Source: an optimization exercise on an open RTL-to-GDS flow (aim: small area, a short achievable clock period and few clock cycles per item). Production flows keep margins and buffers that such runs may drop. Only simulation tests tie the RTL to the original design; equivalence was not proved. No activity file was given, so power comes from the tool's default toggle rates.

==> module result_requant_wb, before the edit <==
module result_requant_wb #(
  parameter int ADDRESSSIZE    = 10,
  parameter int MATRIX_SIZE    = 32,
  parameter int PARTIAL_SUM_BW = 24,
  parameter int DATA_BW        = 8
) (
  input  logic                                clk,
  input  logic                                rstn,
  input  logic                                start,
  input  logic [ADDRESSSIZE-1:0]              src_addr,
  input  logic [ADDRESSSIZE-1:0]              dst_addr,
  input  logic [ADDRESSSIZE:0]                num_rows,
  input  logic [3:0]                          shift,
  input  logic                                relu_en,
  output logic                                busy,
  output logic                                done,
  output logic                                res_rd_en,
  output logic [ADDRESSSIZE-1:0]              res_rd_addr,
  input  logic [PARTIAL_SUM_BW*MATRIX_SIZE-1:0] res_rd_data,
  output logic                                ub_wr_en,
  output logic [ADDRESSSIZE-1:0]              ub_wr_addr,
  output logic [DATA_BW*MATRIX_SIZE-1:0]      ub_wr_data,
  input  logic                                ub_wr_ready
);
  localparam int PSB = PARTIAL_SUM_BW;
  logic                           r_job;       
  logic                           r_zero;      
  logic                           r_rd_more;   
  logic [ADDRESSSIZE:0]           r_rd_left;   
  logic [ADDRESSSIZE-1:0]         r_rd_addr;   
  logic                           r_s_valid;   
  logic                           r_s_last;    
  logic                           r_o_valid;   
  logic                           r_o_last;    
  logic [ADDRESSSIZE-1:0]         r_o_addr;
  logic [DATA_BW*MATRIX_SIZE-1:0] r_o_data;
  logic                           r_relu_en;
  logic [3:0]                     r_sa;        
  logic [3:0]                     r_sb;        
  logic [2:0]                     r_lm;        
  logic [DATA_BW*MATRIX_SIZE-1:0] w_quant;
  logic w_free;      
  logic w_move;      
  logic w_rd;        
  logic w_done;
  logic w_accept;    
  logic w_nz;
  logic r_rd_en1;    
  logic r_rd_en0;    
  logic r_ol;        
  logic n_job, n_zero, n_rd_more, n_s_valid, n_o_valid, n_o_last;
  assign w_free   = ~r_o_valid | ub_wr_ready;
  assign w_move   = r_s_valid & w_free;
  assign w_rd     = r_rd_more & (~r_s_valid | w_free);
  assign w_done   = r_zero | (ub_wr_ready & r_ol);
  assign busy     = r_job & ~(ub_wr_ready & r_ol);
  assign done     = w_done;
  assign w_accept = start & ~busy;
  assign w_nz     = |num_rows;
  assign res_rd_en   = r_rd_en0 | (ub_wr_ready & r_rd_en1);
  assign res_rd_addr = r_rd_addr | (src_addr & {ADDRESSSIZE{~r_rd_more}});
  assign ub_wr_en    = r_o_valid;
  assign ub_wr_addr  = r_o_addr;
  assign ub_wr_data  = r_o_data;
  always_comb begin
    n_o_valid = w_move ? 1'b1 : (ub_wr_ready ? 1'b0 : r_o_valid);
    n_o_last  = w_move ? r_s_last : r_o_last;
    if (w_accept) begin
      n_job     = w_nz;
      n_zero    = ~w_nz;
      n_rd_more = (num_rows > 1);
      n_s_valid = w_nz;
    end else begin
      n_job     = r_job & ~w_done;
      n_zero    = 1'b0;
      n_rd_more = w_rd ? (r_rd_left != 1) : r_rd_more;
      n_s_valid = w_rd ? 1'b1 : (w_move ? 1'b0 : r_s_valid);
    end
  end
  always_ff @(posedge clk or negedge rstn) begin
    if (!rstn) begin
      r_job     <= 1'b0;
      r_zero    <= 1'b0;
      r_rd_more <= 1'b0;
      r_s_valid <= 1'b0;
      r_o_valid <= 1'b0;
      r_rd_addr <= '0;
      r_rd_en1  <= 1'b0;
      r_rd_en0  <= 1'b0;
      r_ol      <= 1'b0;
    end else begin
      r_job     <= n_job;
      r_zero    <= n_zero;
      r_rd_more <= n_rd_more;
      r_s_valid <= n_s_valid;
      r_o_valid <= n_o_valid;
      if (!n_rd_more)    r_rd_addr <= '0;
      else if (w_accept) r_rd_addr <= src_addr + 1'b1;
      else if (w_rd)     r_rd_addr <= r_rd_addr + 1'b1;
      r_rd_en1  <= ~n_job | (n_o_valid & n_o_last) | n_rd_more;
      r_rd_en0  <= ~n_job | (n_rd_more & ~(n_s_valid & n_o_valid));
      r_ol      <= n_o_valid & n_o_last;
    end
  end
  always_ff @(posedge clk) begin
    if (w_move) begin
      r_o_last <= r_s_last;
      r_o_addr <= r_o_addr + 1'b1;
    end
    if (w_accept) begin
      r_rd_left <= num_rows - 1'b1;
      r_s_last  <= (num_rows == 1);
      r_o_addr  <= dst_addr - 1'b1;
      r_relu_en <= relu_en;
      for (int i = 0; i < 4; i++) r_sa[i] <= (shift[3:2] == i);
      for (int i = 0; i < 4; i++) r_sb[i] <= (shift[1:0] == i);
      for (int i = 0; i < 3; i++) r_lm[i] <= (shift[1:0] <= i);
    end else if (w_rd) begin
      r_rd_left <= r_rd_left - 1'b1;
      r_s_last  <= (r_rd_left == 1);
    end
  end
  always_ff @(posedge clk) begin
    if (w_move) r_o_data <= w_quant;
  end
  genvar gi, gk, gj;
  generate
    for (gi = 0; gi < MATRIX_SIZE; gi++) begin : g_lane
      logic [PSB-1:0]     w_x;
      logic               w_neg;
      logic [12:0]        w_v;
      logic [DATA_BW:0]   w_u;
      logic [4:0]         w_lm;
      logic               w_lo_p, w_lo_n, w_hi_p, w_hi_n;
      logic               w_ovf;
      logic [DATA_BW-1:0] w_y;
      logic [DATA_BW-1:0] w_q;
      assign w_x   = res_rd_data[PSB*gi +: PSB];
      assign w_neg = w_x[PSB-1];
      for (gk = 0; gk < 13; gk++) begin : g_s1
        logic [3:0] w_c;    
        for (gj = 0; gj < 4; gj++) begin : g_c
          if (gk + 4*gj == 0)         assign w_c[gj] = 1'b0;
          else if (gk + 4*gj <= PSB)  assign w_c[gj] = w_x[gk + 4*gj - 1];
          else                        assign w_c[gj] = w_neg;
        end
        assign w_v[gk] = |(w_c & r_sa);
      end
      for (gk = 0; gk <= DATA_BW; gk++) begin : g_s2
        assign w_u[gk] = |(w_v[gk +: 4] & r_sb);
      end
      assign w_lm   = {2'b11, r_lm};
      assign w_lo_p = |(w_v[12:8] & w_lm);
      assign w_lo_n = ~&(w_v[12:8] | ~w_lm);
      assign w_hi_p = (r_sa[0] & |w_x[22:12]) | (r_sa[1] & |w_x[22:16]) |
                      (r_sa[2] & |w_x[22:20]);
      assign w_hi_n = (r_sa[0] & ~&w_x[22:12]) | (r_sa[1] & ~&w_x[22:16]) |
                      (r_sa[2] & ~&w_x[22:20]);
      assign w_ovf  = w_neg ? (w_lo_n | w_hi_n) : (w_lo_p | w_hi_p);
      assign w_y = w_u[DATA_BW:1] + w_u[0];
      logic w_rz;
      assign w_rz = r_relu_en & w_neg;
      assign w_q = (w_rz | w_ovf | (~w_neg & w_y[DATA_BW-1])) ? {w_neg & ~w_rz, {(DATA_BW-1){~w_neg}}} : w_y;
      assign w_quant[DATA_BW*gi +: DATA_BW] = w_q;
    end
  endgenerate
endmodule
clock: 8.0 ns
lec_check: 0
cap_margin: 20
core_area: 5 5 475 195
cts_buf_list: sky130_fd_sc_hd__clkbuf_8
die_area: 0 0 480 200
setup_slack_margin: 4.45
slew_margin: 20
standard.sh (not shown) runs the stock make flow with config.mk's settings and CLKGATE_MAP_FILE= SYNTH_SCRIPT=/design/flow/synth_recipe.tcl, a recipe that flattens the netlist after the stock synthesis.
==> flow/flow/run.sh <==
#!/bin/bash
# Standard layout, with plain buf_1 cells as the port buffers (the resizer
# may still upsize them). Each tool's output goes to its own log file here.
set -euo pipefail
bash standard.sh \
  BUFFER_PORTS_ARGS="-buffer_cell sky130_fd_sc_hd__buf_1" \
  finish > make_finish.log 2>&1
Testbench counts at the start, summed over its fixed seeds: cycles 7,049, rows 6,022.
Then changed:
--- a/flow/design.v
+++ b/flow/design.v
@@ -58,7 +58,7 @@
   assign w_accept = start & ~busy;
   assign w_nz     = |num_rows;
   assign res_rd_en   = r_rd_en0 | (ub_wr_ready & r_rd_en1);
-  assign res_rd_addr = r_rd_addr | (src_addr & {ADDRESSSIZE{~r_rd_more}});
+  assign res_rd_addr = r_rd_more ? r_rd_addr : src_addr;
   assign ub_wr_en    = r_o_valid;
   assign ub_wr_addr  = r_o_addr;
   assign ub_wr_data  = r_o_data;
@@ -84,7 +84,6 @@
       r_rd_more <= 1'b0;
       r_s_valid <= 1'b0;
       r_o_valid <= 1'b0;
-      r_rd_addr <= '0;
       r_rd_en1  <= 1'b0;
       r_rd_en0  <= 1'b0;
       r_ol      <= 1'b0;
@@ -94,9 +93,6 @@
       r_rd_more <= n_rd_more;
       r_s_valid <= n_s_valid;
       r_o_valid <= n_o_valid;
-      if (!n_rd_more)    r_rd_addr <= '0;
-      else if (w_accept) r_rd_addr <= src_addr + 1'b1;
-      else if (w_rd)     r_rd_addr <= r_rd_addr + 1'b1;
       r_rd_en1  <= ~n_job | (n_o_valid & n_o_last) | n_rd_more;
       r_rd_en0  <= ~n_job | (n_rd_more & ~(n_s_valid & n_o_valid));
       r_ol      <= n_o_valid & n_o_last;
@@ -109,6 +105,7 @@
     end
     if (w_accept) begin
       r_rd_left <= num_rows - 1'b1;
+      r_rd_addr <= src_addr + 1'b1;
       r_s_last  <= (num_rows == 1);
       r_o_addr  <= dst_addr - 1'b1;
       r_relu_en <= relu_en;
@@ -117,6 +114,7 @@
       for (int i = 0; i < 3; i++) r_lm[i] <= (shift[1:0] <= i);
     end else if (w_rd) begin
       r_rd_left <= r_rd_left - 1'b1;
+      r_rd_addr <= r_rd_addr + 1'b1;
       r_s_last  <= (r_rd_left == 1);
     end
   end
After rerunning: First-iteration DRC count went down by about 9%. Maximum frequency hardly moves. Cell area decreases by 0.64%. Clock skew came out lower by 0.016 ns. Wire length came out lower by about 6%. Synthesized cell count is lower by 1.2%. Sequential share of layout area goes up by 0.24 points. Non-clock buffer count is unchanged. Worst hold slack got worse by 0.014 ns. Setup slack got worse by 0.0080 ns.
Testbench counts after the change, summed over its fixed seeds: cycles 7,049, rows 6,022.

---

## 08-15
RTL: one of the versions met above, not the one the previous note started from.
Size in the first run: about 4700 cells after synthesis, about 310 flip-flops, roughly 1100 I/O pins.
==> module result_requant_wb, before the edit <==
module result_requant_wb #(
  parameter int ADDRESSSIZE    = 10,
  parameter int MATRIX_SIZE    = 32,
  parameter int PARTIAL_SUM_BW = 24,
  parameter int DATA_BW        = 8
) (
  input  logic                                clk,
  input  logic                                rstn,
  input  logic                                start,
  input  logic [ADDRESSSIZE-1:0]              src_addr,
  input  logic [ADDRESSSIZE-1:0]              dst_addr,
  input  logic [ADDRESSSIZE:0]                num_rows,
  input  logic [3:0]                          shift,
  input  logic                                relu_en,
  output logic                                busy,
  output logic                                done,
  output logic                                res_rd_en,
  output logic [ADDRESSSIZE-1:0]              res_rd_addr,
  input  logic [PARTIAL_SUM_BW*MATRIX_SIZE-1:0] res_rd_data,
  output logic                                ub_wr_en,
  output logic [ADDRESSSIZE-1:0]              ub_wr_addr,
  output logic [DATA_BW*MATRIX_SIZE-1:0]      ub_wr_data,
  input  logic                                ub_wr_ready
);
  localparam int PSB = PARTIAL_SUM_BW;
  logic                           r_job;       
  logic                           r_zero;      
  logic                           r_rd_more;   
  logic [ADDRESSSIZE:0]           r_rd_left;   
  logic [ADDRESSSIZE-1:0]         r_rd_addr;   
  logic                           r_s_valid;   
  logic                           r_s_last;    
  logic                           r_o_valid;   
  logic                           r_o_last;    
  logic [ADDRESSSIZE-1:0]         r_o_addr;
  logic [DATA_BW*MATRIX_SIZE-1:0] r_o_data;
  logic                           r_relu_en;
  logic [3:0]                     r_sa;        
  logic [3:0]                     r_sb;        
  logic [2:0]                     r_lm;        
  logic [DATA_BW*MATRIX_SIZE-1:0] w_quant;
  logic w_free;      
  logic w_move;      
  logic w_rd;        
  logic w_done;
  logic w_accept;    
  logic w_nz;
  logic r_rd_en1;    
  logic r_rd_en0;    
  logic r_ol;        
  logic n_job, n_zero, n_rd_more, n_s_valid, n_o_valid, n_o_last;
  assign w_free   = ~r_o_valid | ub_wr_ready;
  assign w_move   = r_s_valid & w_free;
  assign w_rd     = r_rd_more & (~r_s_valid | w_free);
  assign w_done   = r_zero | (ub_wr_ready & r_ol);
  assign busy     = r_job & ~(ub_wr_ready & r_ol);
  assign done     = w_done;
  assign w_accept = start & ~busy;
  assign w_nz     = |num_rows;
  assign res_rd_en   = r_rd_en0 | (ub_wr_ready & r_rd_en1);
  assign res_rd_addr = r_rd_more ? r_rd_addr : src_addr;
  assign ub_wr_en    = r_o_valid;
  assign ub_wr_addr  = r_o_addr;
  assign ub_wr_data  = r_o_data;
  always_comb begin
    n_o_valid = w_move ? 1'b1 : (ub_wr_ready ? 1'b0 : r_o_valid);
    n_o_last  = w_move ? r_s_last : r_o_last;
    if (w_accept) begin
      n_job     = w_nz;
      n_zero    = ~w_nz;
      n_rd_more = (num_rows > 1);
      n_s_valid = w_nz;
    end else begin
      n_job     = r_job & ~w_done;
      n_zero    = 1'b0;
      n_rd_more = w_rd ? (r_rd_left != 1) : r_rd_more;
      n_s_valid = w_rd ? 1'b1 : (w_move ? 1'b0 : r_s_valid);
    end
  end
  always_ff @(posedge clk or negedge rstn) begin
    if (!rstn) begin
      r_job     <= 1'b0;
      r_zero    <= 1'b0;
      r_rd_more <= 1'b0;
      r_s_valid <= 1'b0;
      r_o_valid <= 1'b0;
      r_rd_en1  <= 1'b0;
      r_rd_en0  <= 1'b0;
      r_ol      <= 1'b0;
    end else begin
      r_job     <= n_job;
      r_zero    <= n_zero;
      r_rd_more <= n_rd_more;
      r_s_valid <= n_s_valid;
      r_o_valid <= n_o_valid;
      r_rd_en1  <= ~n_job | (n_o_valid & n_o_last) | n_rd_more;
      r_rd_en0  <= ~n_job | (n_rd_more & ~(n_s_valid & n_o_valid));
      r_ol      <= n_o_valid & n_o_last;
    end
  end
  always_ff @(posedge clk) begin
    if (w_move) begin
      r_o_last <= r_s_last;
      r_o_addr <= r_o_addr + 1'b1;
    end
    if (w_accept) begin
      r_rd_left <= num_rows - 1'b1;
      r_rd_addr <= src_addr + 1'b1;
      r_s_last  <= (num_rows == 1);
      r_o_addr  <= dst_addr - 1'b1;
      r_relu_en <= relu_en;
      for (int i = 0; i < 4; i++) r_sa[i] <= (shift[3:2] == i);
      for (int i = 0; i < 4; i++) r_sb[i] <= (shift[1:0] == i);
      for (int i = 0; i < 3; i++) r_lm[i] <= (shift[1:0] <= i);
    end else if (w_rd) begin
      r_rd_left <= r_rd_left - 1'b1;
      r_rd_addr <= r_rd_addr + 1'b1;
      r_s_last  <= (r_rd_left == 1);
    end
  end
  always_ff @(posedge clk) begin
    if (w_move) r_o_data <= w_quant;
  end
  genvar gi, gk, gj;
  generate
    for (gi = 0; gi < MATRIX_SIZE; gi++) begin : g_lane
      logic [PSB-1:0]     w_x;
      logic               w_neg;
      logic [12:0]        w_v;
      logic [DATA_BW:0]   w_u;
      logic [4:0]         w_lm;
      logic               w_lo_p, w_lo_n, w_hi_p, w_hi_n;
      logic               w_ovf;
      logic [DATA_BW-1:0] w_y;
      logic [DATA_BW-1:0] w_q;
      assign w_x   = res_rd_data[PSB*gi +: PSB];
      assign w_neg = w_x[PSB-1];
      for (gk = 0; gk < 13; gk++) begin : g_s1
        logic [3:0] w_c;    
        for (gj = 0; gj < 4; gj++) begin : g_c
          if (gk + 4*gj == 0)         assign w_c[gj] = 1'b0;
          else if (gk + 4*gj <= PSB)  assign w_c[gj] = w_x[gk + 4*gj - 1];
          else                        assign w_c[gj] = w_neg;
        end
        assign w_v[gk] = |(w_c & r_sa);
      end
      for (gk = 0; gk <= DATA_BW; gk++) begin : g_s2
        assign w_u[gk] = |(w_v[gk +: 4] & r_sb);
      end
      assign w_lm   = {2'b11, r_lm};
      assign w_lo_p = |(w_v[12:8] & w_lm);
      assign w_lo_n = ~&(w_v[12:8] | ~w_lm);
      assign w_hi_p = (r_sa[0] & |w_x[22:12]) | (r_sa[1] & |w_x[22:16]) |
                      (r_sa[2] & |w_x[22:20]);
      assign w_hi_n = (r_sa[0] & ~&w_x[22:12]) | (r_sa[1] & ~&w_x[22:16]) |
                      (r_sa[2] & ~&w_x[22:20]);
      assign w_ovf  = w_neg ? (w_lo_n | w_hi_n) : (w_lo_p | w_hi_p);
      assign w_y = w_u[DATA_BW:1] + w_u[0];
      logic w_rz;
      assign w_rz = r_relu_en & w_neg;
      assign w_q = (w_rz | w_ovf | (~w_neg & w_y[DATA_BW-1])) ? {w_neg & ~w_rz, {(DATA_BW-1){~w_neg}}} : w_y;
      assign w_quant[DATA_BW*gi +: DATA_BW] = w_q;
    end
  endgenerate
endmodule
export LEC_CHECK = 0
export CAP_MARGIN = 20
export CORE_MARGIN = 2
export CORE_UTILIZATION = 27
export CTS_BUF_LIST = sky130_fd_sc_hd__clkbuf_8
export SETUP_SLACK_MARGIN = 4.45
export SLEW_MARGIN = 20
create_clock -name core_clock -period 8.0 [get_ports {clk}]
Scripts as last shown in full above: flow/flow/run.sh
Testbench counts of 08-15, summed over its fixed seeds: cycles 7,049, rows 6,022.
[inputs] 02-25 vs 08-15
-- flow/design.v --
<<< 08-15, line 59
  assign w_nz     = |num_rows;
  assign res_rd_en   = r_rd_en0 | (ub_wr_ready & r_rd_en1);
  assign res_rd_addr = r_rd_more ? r_rd_addr : src_addr;
  assign ub_wr_en    = r_o_valid;
  assign ub_wr_addr  = r_o_addr;
>>> 02-25, line 59
  assign w_nz     = |num_rows;
  assign res_rd_en   = r_rd_en0 | (ub_wr_ready & r_rd_en1);
  assign res_rd_addr = r_rd_addr | (src_addr & {ADDRESSSIZE{~r_rd_more}});
  assign ub_wr_en    = r_o_valid;
  assign ub_wr_addr  = r_o_addr;
<<< 08-15, line 85
      r_s_valid <= 1'b0;
      r_o_valid <= 1'b0;
      r_rd_en1  <= 1'b0;
      r_rd_en0  <= 1'b0;
>>> 02-25, line 85
      r_s_valid <= 1'b0;
      r_o_valid <= 1'b0;
      r_rd_addr <= '0;
      r_rd_en1  <= 1'b0;
      r_rd_en0  <= 1'b0;
<<< 08-15, line 94
      r_s_valid <= n_s_valid;
      r_o_valid <= n_o_valid;
      r_rd_en1  <= ~n_job | (n_o_valid & n_o_last) | n_rd_more;
      r_rd_en0  <= ~n_job | (n_rd_more & ~(n_s_valid & n_o_valid));
>>> 02-25, line 95
      r_s_valid <= n_s_valid;
      r_o_valid <= n_o_valid;
      if (!n_rd_more)    r_rd_addr <= '0;
      else if (w_accept) r_rd_addr <= src_addr + 1'b1;
      else if (w_rd)     r_rd_addr <= r_rd_addr + 1'b1;
      r_rd_en1  <= ~n_job | (n_o_valid & n_o_last) | n_rd_more;
      r_rd_en0  <= ~n_job | (n_rd_more & ~(n_s_valid & n_o_valid));
<<< 08-15, line 106
    if (w_accept) begin
      r_rd_left <= num_rows - 1'b1;
      r_rd_addr <= src_addr + 1'b1;
      r_s_last  <= (num_rows == 1);
      r_o_addr  <= dst_addr - 1'b1;
>>> 02-25, line 110
    if (w_accept) begin
      r_rd_left <= num_rows - 1'b1;
      r_s_last  <= (num_rows == 1);
      r_o_addr  <= dst_addr - 1'b1;
<<< 08-15, line 115
    end else if (w_rd) begin
      r_rd_left <= r_rd_left - 1'b1;
      r_rd_addr <= r_rd_addr + 1'b1;
      r_s_last  <= (r_rd_left == 1);
    end
>>> 02-25, line 118
    end else if (w_rd) begin
      r_rd_left <= r_rd_left - 1'b1;
      r_s_last  <= (r_rd_left == 1);
    end
[summary]
In 02-25 the combinational group share of total power turned out 1.3 points higher than in 08-15. Summary of 02-25 over 08-15: total of cells resized after clock tree synthesis increased by 20 relative to the old numbers, adder-cell area share of the yosys netlist closely matched the old numbers, sequential logic power increased by about 7% relative to the old numbers, hold slack decreased by 0.020 ns relative to the old numbers, number of cells in the finished layout apart from fillers increased by 1.3% relative to the old numbers. Simple-gate share of the synthesized area (lower): 08-15. Of 08-15 and 02-25, 08-15 shows the lower sequential power share, with 02-25 above it. The run with more routed wire is 02-25, not 08-15. 02-25: largest net degree at the start of global routing 24% below 08-15. Changes observed in 02-25 relative to 08-15: area growth from synthesis to layout went up 1.1 points, peak per-stage delay on the critical path fell 0.05 ns, maximum clock frequency went up about 0.9%.
Testbench counts of 02-25, summed over its fixed seeds: cycles 7,049, rows 6,022.

-- re-timing with driven ports --
The results above use ideal ports. As a check the final layouts listed here were re-extracted and re-timed, cells and wires unchanged.
Step 1 sets driving cells, clkbuf_16 on the clock port and buf_2 on the other inputs (assumed; they add their load-dependent delay and slew).
Step 2 times the ports against the registers' clock, not the clock port: input delays grow and output delays shrink by t, the midpoint of the rising clock arrivals with the driver on.
Slacks: ideal ports / drivers / drivers and shift; pairs: ideal ports / drivers.
run | t (ns) | slack for setup (ns) | clock arrival spread, ns | slew at the worst register clock pin (ns)
the first run of note 1 | 0.822 | 4.313 / 4.274 / 3.675 | 0.062 / 0.062 | 0.10 / 0.10
the second run of note 1 | 0.771 | 4.305 / 4.263 / 3.808 | 0.046 / 0.046 | 0.08 / 0.08
08-15 | 0.795 | 4.286 / 4.236 / 3.746 | 0.076 / 0.076 | 0.08 / 0.08
02-25 | 0.792 | 4.319 / 4.262 / 3.686 | 0.091 / 0.091 | 0.08 / 0.08
After both steps every run listed still meets setup and hold. The setup slack of the first run of note 1, which loses most, moves by -0.039 ns with the drivers and by -0.638 ns with both steps.
